Source: an optimization exercise on an open RTL-to-GDS flow (aim: small area, a short achievable clock period and few clock cycles per item). Production flows keep margins and buffers that such runs may drop. RTL that was checked went through simulation tests only; none was proved equivalent to the original. For run 1, only the layout was checked, not whether the RTL still works. Power and IR drop assume default switching activity.

==> flow/design.v, too long to show whole: its modules and the start of the top module <==
// module cosim_front: 888 lines
// module cosim_queue: 36 lines
// module cosim_back: 107 lines
// module cosine_similarity_threshold: 77 lines
module cosine_similarity_threshold (
  input  logic                      clk,
  input  logic                      rst,
  input  logic                      in_valid,
  output logic                      in_ready,
  input  logic signed [ELEM_W-1:0]  in_a,
  input  logic signed [ELEM_W-1:0]  in_b,
  input  logic                      in_last,
  output logic                      out_valid,
  input  logic                      out_ready,
  output logic signed [SCORE_W-1:0] out_score,
  output logic                      out_is_match,
  output logic                      out_zero_norm,
  input  logic                      cfg_wr_en,
  input  logic signed [SCORE_W-1:0] cfg_wr_data
);
  // ...
==> flow/run.sh <==
#!/bin/bash
# synth_recipe.tcl (not shown) runs the flow's synth.tcl, then flattens the netlist and writes it again
# the make line also repeats each setting of config.mk as NAME=value (left out here)
make -C /OpenROAD-flow-scripts/flow DESIGN_CONFIG=/design/flow/config.mk WORK_HOME=/design/flow/orfs CLKGATE_MAP_FILE= SYNTH_SCRIPT=/design/flow/synth_recipe.tcl finish
==> flow/config.mk <==
export PLATFORM = sky130hd
export DESIGN_NAME = cosine_similarity_threshold
export DESIGN_NICKNAME = cosine_similarity_threshold
export VERILOG_FILES = /design/flow/design.v
export SDC_FILE = /design/flow/constraint.sdc
export NUM_CORES = 4
export LEC_CHECK = 0
export CAP_MARGIN = 20
export CORE_MARGIN = 2
export CORE_UTILIZATION = 40
export SETUP_SLACK_MARGIN = 5
export SLEW_MARGIN = 20
==> flow/constraint.sdc <==
create_clock -name core_clock -period 10.0 [get_ports {clk}]
set_input_delay 2.0000 -clock core_clock [delete_from_list [all_inputs] [get_ports {clk}]]
set_output_delay 2.0000 -clock core_clock [all_outputs]
set_load 0.01 [all_outputs]
==> results by group, run 1 <==
Status
  – Status: complete, no violations

Setup path
  – Worst r2r src: u_back.B[49]
  – FF-to-FF setup slack: 5030 ps
  – Critical Path Start: u_back.B[49]
  – CP Capture Type: flip-flop

Logic synthesis
  – Largest family of logic cells by synthesized area: adder cells
  – Syn avg cell area: 8.754 um^2
  – Largest cells by area after synthesis: fa_1 (16%), dfxtp_1 (14%), edfxtp_1 (13%)
  – Count leader, synth: inv_1
  – Post-synthesis xor/xnor area fraction: 6.542%
  – Synthesis Warnings: 4
  – Post-synth top area share: 15.65%

GRT
  – Largest net degree at the start of global routing: 162
  – Overflow after GRT: 0
  – GRT Max-Usage Layer: met2

Route
  – Metal2 WL: 107,000 um
  – DR vias/cell: 5.695

CTS
  – CTS sink count: 811
  – Clock slew at reported path FFs: 60 ps

Final layout
  – Largest Register: u_back.A
  – Commonest non-fill, non-tap cell in the layout: inv_1
  – Sequential share of cell area: 24.18%
  – Multi-input combinational area share: 59.43%
  – Biggest Area Class: multi-input combinational cells
  – Area growth from synthesis to layout: 12.02%

Die
  – Die width: 426.8 um
  – Starting Density: 40.16%
  – Rows: 155
  – Core Area: 178,000 um^2

Timing
  – Final-report hold violation count: 0
  – Worst rel slew slack: 22.72%
  – Hold Slack: 438.3 ps

Power and ir drop
  – Main power group: combinational cells
  – Comb power: 15.4 mW
==> run 2, diff against run 1 <==
--- a/flow/design.v
+++ b/flow/design.v
@@ -854,41 +854,31 @@
   assign tb_c = {1'b0, 1'b0, 1'b0, 1'b0, 1'b0, 1'b0, 1'b0, 1'b0, 1'b0, 1'b0, 1'b1, pb_211, pb_209, pb_207, pb_205, pb_203, pb_201, pb_199, pb_197, pb_195, pb_193, pb_191, pb_189, pb_187, pb_185, pb_183, pb_181, pb_179, pb_177, pb_175, pb_173, pb_171, pb_169, pb_167, pb_165, pb_163, pb_161, (b0[2]), 1'b0, (b0[1]), 1'b0, 1'b0};
   always_ff @(posedge clk) begin
     d_s <= td_s; d_c <= td_c;
     a_s <= ta_s; a_c <= ta_c;
     b_s <= tb_s; b_c <= tb_c;
     v1  <= v0 && !rst;
     l1  <= l0 && !rst;
   end
-  logic        d_ovf, a_ovf, b_ovf;
-  logic [42:0] d_raw;
-  logic [40:0] a_raw, b_raw;
-  logic signed [41:0] dot_cl;
-  assign clr    = first && v1;
-  assign dot_cl = d_ovf ? {d_raw[42], {41{!d_raw[42]}}} : d_raw[41:0];
-  assign dsum   = {dot_cl[41], dot_cl} & {43{!clr}};
-  assign asum   = {1'b0, a_raw} & {42{!clr}};
-  assign bsum   = {1'b0, b_raw} & {42{!clr}};
+  assign clr  = first && v1;
+  assign dsum = {acc_dot[41], acc_dot} & {43{!clr}};
+  assign asum = {1'b0, acc_na} & {42{!clr}};
+  assign bsum = {1'b0, acc_nb} & {42{!clr}};
   logic [42:0] dn;
   logic [41:0] an, bn;
   assign dn = dsum + d_s + d_c;
   assign an = asum + a_s + a_c;
   assign bn = bsum + b_s + b_c;
   always_ff @(posedge clk) begin
-    d_raw <= dn;
-    d_ovf <= dn[42] != dn[41];
-    a_raw <= an[40:0];
-    b_raw <= bn[40:0];
-    a_ovf <= an[41] || (a_ovf && !clr);
-    b_ovf <= bn[41] || (b_ovf && !clr);
+    if (dn[42] != dn[41]) acc_dot <= {dn[42], {41{!dn[42]}}};
+    else                  acc_dot <= dn[41:0];
+    acc_na <= an[40:0] | {41{an[41]}};
+    acc_nb <= bn[40:0] | {41{bn[41]}};
   end
-  assign acc_dot = dot_cl;
-  assign acc_na  = a_raw | {41{a_ovf}};
-  assign acc_nb  = b_raw | {41{b_ovf}};
   always_ff @(posedge clk) begin
     if (rst) begin
       first    <= 1'b1;
       acc_full <= 1'b0;
     end else begin
       if (v1) first <= l1;
       acc_full <= l1 || (acc_full && !acc_take);
     end
==> flow/config.mk (replaced) <==
export PLATFORM = sky130hd
export DESIGN_NAME = cosine_similarity_threshold
export DESIGN_NICKNAME = cosine_similarity_threshold
export VERILOG_FILES = /design/flow/design.v
export SDC_FILE = /design/flow/constraint.sdc
export NUM_CORES = 4
export LEC_CHECK = 0
export CAP_MARGIN = 20
export CORE_MARGIN = 2
export CORE_UTILIZATION = 40
export SLEW_MARGIN = 20
==> run 2 against run 1 <==
Net effect: still clean on timing, DRC and antenna; wire length shrank 7.8%; flip-flop and latch count shrank 4; first-iteration DRC count shrank 21%; largest cell class unchanged; highest routed layer unchanged.
==> results by group, run 2 <==
Logic synthesis
  – Post-synthesis async set-or-reset flop share: 0%
  – Count leader, synth: inv_1
  – Number of enable flip-flop cells after synthesis: 312
  – Synthesis Warnings: 4 (unchanged)
  – Top cells by count, synth: inv_1 (1,028), nand2_1 (688), fa_1 (559)
  – Unique cell type count in the Yosys netlist: 91
  – Area leader, netlist: fa_1
  – Syn avg cell area: 8.774 um^2 (+0.24%)
  – Synth Cell Area: 70,460 um^2
  – Number of synthesized register bits: 807
  – Synth Net Count: 9,176
  – Post-Synthesis Cells: 8,030
  – Post-synth top area share: 15.88% (+0.23 points)
  – Most common flop cell mapped by yosys: dfxtp_1
  – Sequential fraction of the synthesis area: 27.36%
  – Largest cells by area after synthesis: fa_1 (16%), dfxtp_1 (14%), edfxtp_1 (13%)

Die
  – Die width: 423.7 um (-0.72%)
  – Chip height: 423.7 um
  – Die area: 179,500 um^2
  – Starting Density: 40.14% (about the same)
  – Core Area: 175,500 um^2 (-1.4%)
  – Top-level port count: 74
  – Rows: 154 (-0.65%)

Final layout
  – Final Non-Filler Cells: 10,321
  – Post-layout util: 43.66%
  – Layout cells sized above 1: 3.609%
  – Area growth from synthesis to layout: 8.778%
  – Fin nets: 9,044
  – Fillers: 17,157
  – Largest regs: u_back.A: 100 flops, u_back.B: 97 flops, u_back.PR: 83 flops
  – Commonest non-fill, non-tap cell in the layout: inv_1
  – Largest Register: u_back.A
  – Commonest cells after routing, fill and taps aside: inv_1 (1,024), nand2_1 (683), fa_1 (559)
  – Max reg flops: 100
  – Ant. Diodes: 0

Place
  – GP Congestion: 0.9862
  – Port bufs: 73
  – Placed insts: 10,139
  – Setup WS pre-CTS: 4017 ps
  – Detail Placement HPWL: 172,400 um

Setup path
  – CP Capture Type: flip-flop
  – Worst-path maximum fanout: 84
  – Crit path DAT: 6600 ps
  – Most used cell, CP: and3_1
  – Critical Path RT: 10,570 ps
  – Type of origin of the critical path: flip-flop
  – Crit Path Category: flip-flop to flip-flop
  – Largest stage delay, worst path: 680 ps
  – Cell-by-cell trace of the critical path: nand2_4 -> buf_4 -> nand2_1 -> fa_1 -> inv_1 -> ha_1 -> o21a_1 -> a211oi_2 -> o211ai_1 -> and3_1 -> and3_1 -> o2111a_1 -> o211ai_2 -> o21ai_1 -> a221o_1 -> or4_1 -> nand3_2 -> o21ai_0
  – Slowest cell on crit path: buf_4

CTS
  – H-Tree Depth: 3
  – Postcts setup bufs: 0
  – Clock slew at reported path FFs: 60 ps (about the same)
  – # hold bufs at CTS: 0
  – Clk Tree Root Cell: clkbuf_16
  – CTS buffer count: 97
  – Post-CTS resize count: 0
  – Clock Tree Buf Depth: 3
  – CTS tree: built
  – Worst-skew pair later-pin latency: 740 ps
  – CTS sink count: 807 (-0.49%)

Worst hold path
  – Hold WC Path Type: flip-flop to flip-flop

Power and ir drop
  – Leak: 33.35 nW
  – Worst vdd ir: 0.2678 mV
  – Final total power: 21.56 mW
  – Pwr Density: 281.2 nW/um^2

Timing
  – Tcrit/Tclk final: 60.30%
  – Setup TNS: 0 ps
  – Min Clock Period, post-route: 6030 ps
  – Clk_skew: 61.25 ps
  – Final max-slew violation count: 0
  – Final-report hold violation count: 0 (unchanged)
  – Final worst slack: 3970 ps
  – RSZ-0062 raised after global routing: no
  – Least-Margin Pin Slew: 1145 ps
  – # setup viols final: 0
  – FMAX: 0.1658 GHz
  – Worst rel slew slack: 23.67% (+0.96 points)

GRT
  – Largest net degree at the start of global routing: 190 (+17%)
  – Vias in the first global route: 56,112
  – First-pass GRT wire length: 337,400 um
  – Overflow after GRT: 0 (unchanged)
  – GRT Total Usage: 24.04%
  – Initial antenna violation count: 3

Route
  – DR vias/cell: 5.515 (-3.2%)
  – Post-DRT Antenna Nets: 0
  – Iter 0 DRT Violations: 4,652
  – # DRC: 0
  – Drt first pass iters: 6
  – Routed vias: 56,925
  – Avg WL per Cell: 21.26 um
  – WL final: 219,400 um

Run
  – Max cap viols: 0

Status
  – Status: complete, no violations
run 2: cell types whose count changed after synthesis, sizes merged, moves of 27 or more:
cell / previous run / this run
a21oi: 655 / 533
o21ai: 420 / 518
or2: 100 / 8
nor3: 161 / 72
nor2: 480 / 548
o211ai: 23 / 71
o221ai: 58 / 12
mux2i: 72 / 41
clkbuf: 357 / 330
run 2: logic make-up (layout without fill, tap and decap cells):
family / after synthesis / after routing / synth area share, %
AOI/OAI and AO/OA: 2031 / 2031 / 18.17
buffers and inverters: 1409 / 1360 / 7.572
xor gates and xnor gates: 534 / 534 / 6.638
DFF: 807 / 807 / 27.36
and+or+nand+nor: 2110 / 2110 / 14.24
adders and majority gates: 1097 / 1097 / 25.42
muxes: 42 / 42 / 0.5984
run 2: area by class of cell:
class	instances	area [um^2]	share of cell area, %
timing repair buffer	144	1276	1.665
clock inverter	49	603.1	0.7869
tap	2340	2928	3.820
inverter	1034	3890	5.076
clock buffer	133	2736	3.570
multi-input combinational	5814	45920	59.91
sequential	807	19290	25.17
run 2: power by group:
group	switching [mW]	leakage (nW)	internal, mW
clock	1.56	1.62	2.15
combinational	7.87	24.8	5.10
sequential	0.711	6.91	4.17
total	10.1	33.3	11.4
run 2: metal layers:
layer	routed length (um)	share of wire, %	GRT usage, %
met3	13040	5.9	3.057
met2	97140	44	37.66
met5	0	0	0
met4	6984	3.2	7.586
met1	102200	47	34.37
run 2: worst max-delay path, delay by kind of cell, from the launching register on:
kind	cells	cell delay [ps]
AO/OA/AOI/OAI	8	1780
buffers and inverters	2	720
AND/OR/NAND/NOR	6	2010
adder cells (fa/ha/maj)	2	900
flip-flops	1	360
run 2: worst paths after layout:
| path | depth (start not counted) | slack (ps) | startpoint | endpoint |
|---|---|---|---|---|
| max reg2reg | 18 | 3970 | u_front.v1 | u_front.acc_nb[13] |
| max | 18 | 3970 | u_front.v1 | u_front.acc_nb[13] |
| min reg2reg | 1 | 450 | u_front.v0 | u_front.v1 |
| min | 1 | 450 | u_front.v0 | u_front.v1 |
run 2: metrics by stage:
| step | hold slack (ps) | area (um^2) |
|---|---|---|
| after floorplan | 329.0 | 70460 |
| after global placement | 417.5 | 73300 |
| after detailed placement | 441.7 | 73300 |
| after CTS | 451.5 | 76640 |
| after global routing | 457.6 | 76640 |
| final | 450.7 | 76640 |
Testbench counts of run 2, summed over its fixed seeds: cycles 40,268, vectors 1,200.

what the ideal ports hide:
No port has a modelled driver above. Below, the same layouts with a new extraction and two added sets of constraints. Step 1 sets driving cells, clkbuf_16 on the clock port and buf_2 on the other inputs (assumed; they add their load-dependent delay and slew). Step 2 times the ports against the registers' clock, not the clock port: input delays grow and output delays shrink by t, the midpoint of the rising clock arrivals with the driver on. Slacks: no drivers / after step 1 / after step 2; pairs: no drivers / after step 1.
run | t (ns) | setup WS [ns] | worst setup path at the end | cell pins on the clock port's net
run 1 | 0.801 | 5.029 / 5.029 / 5.029 | register to register | 1
run 2 | 0.797 | 3.970 / 3.970 / 3.970 | register to register | 1
After both steps every run listed still meets setup and hold.
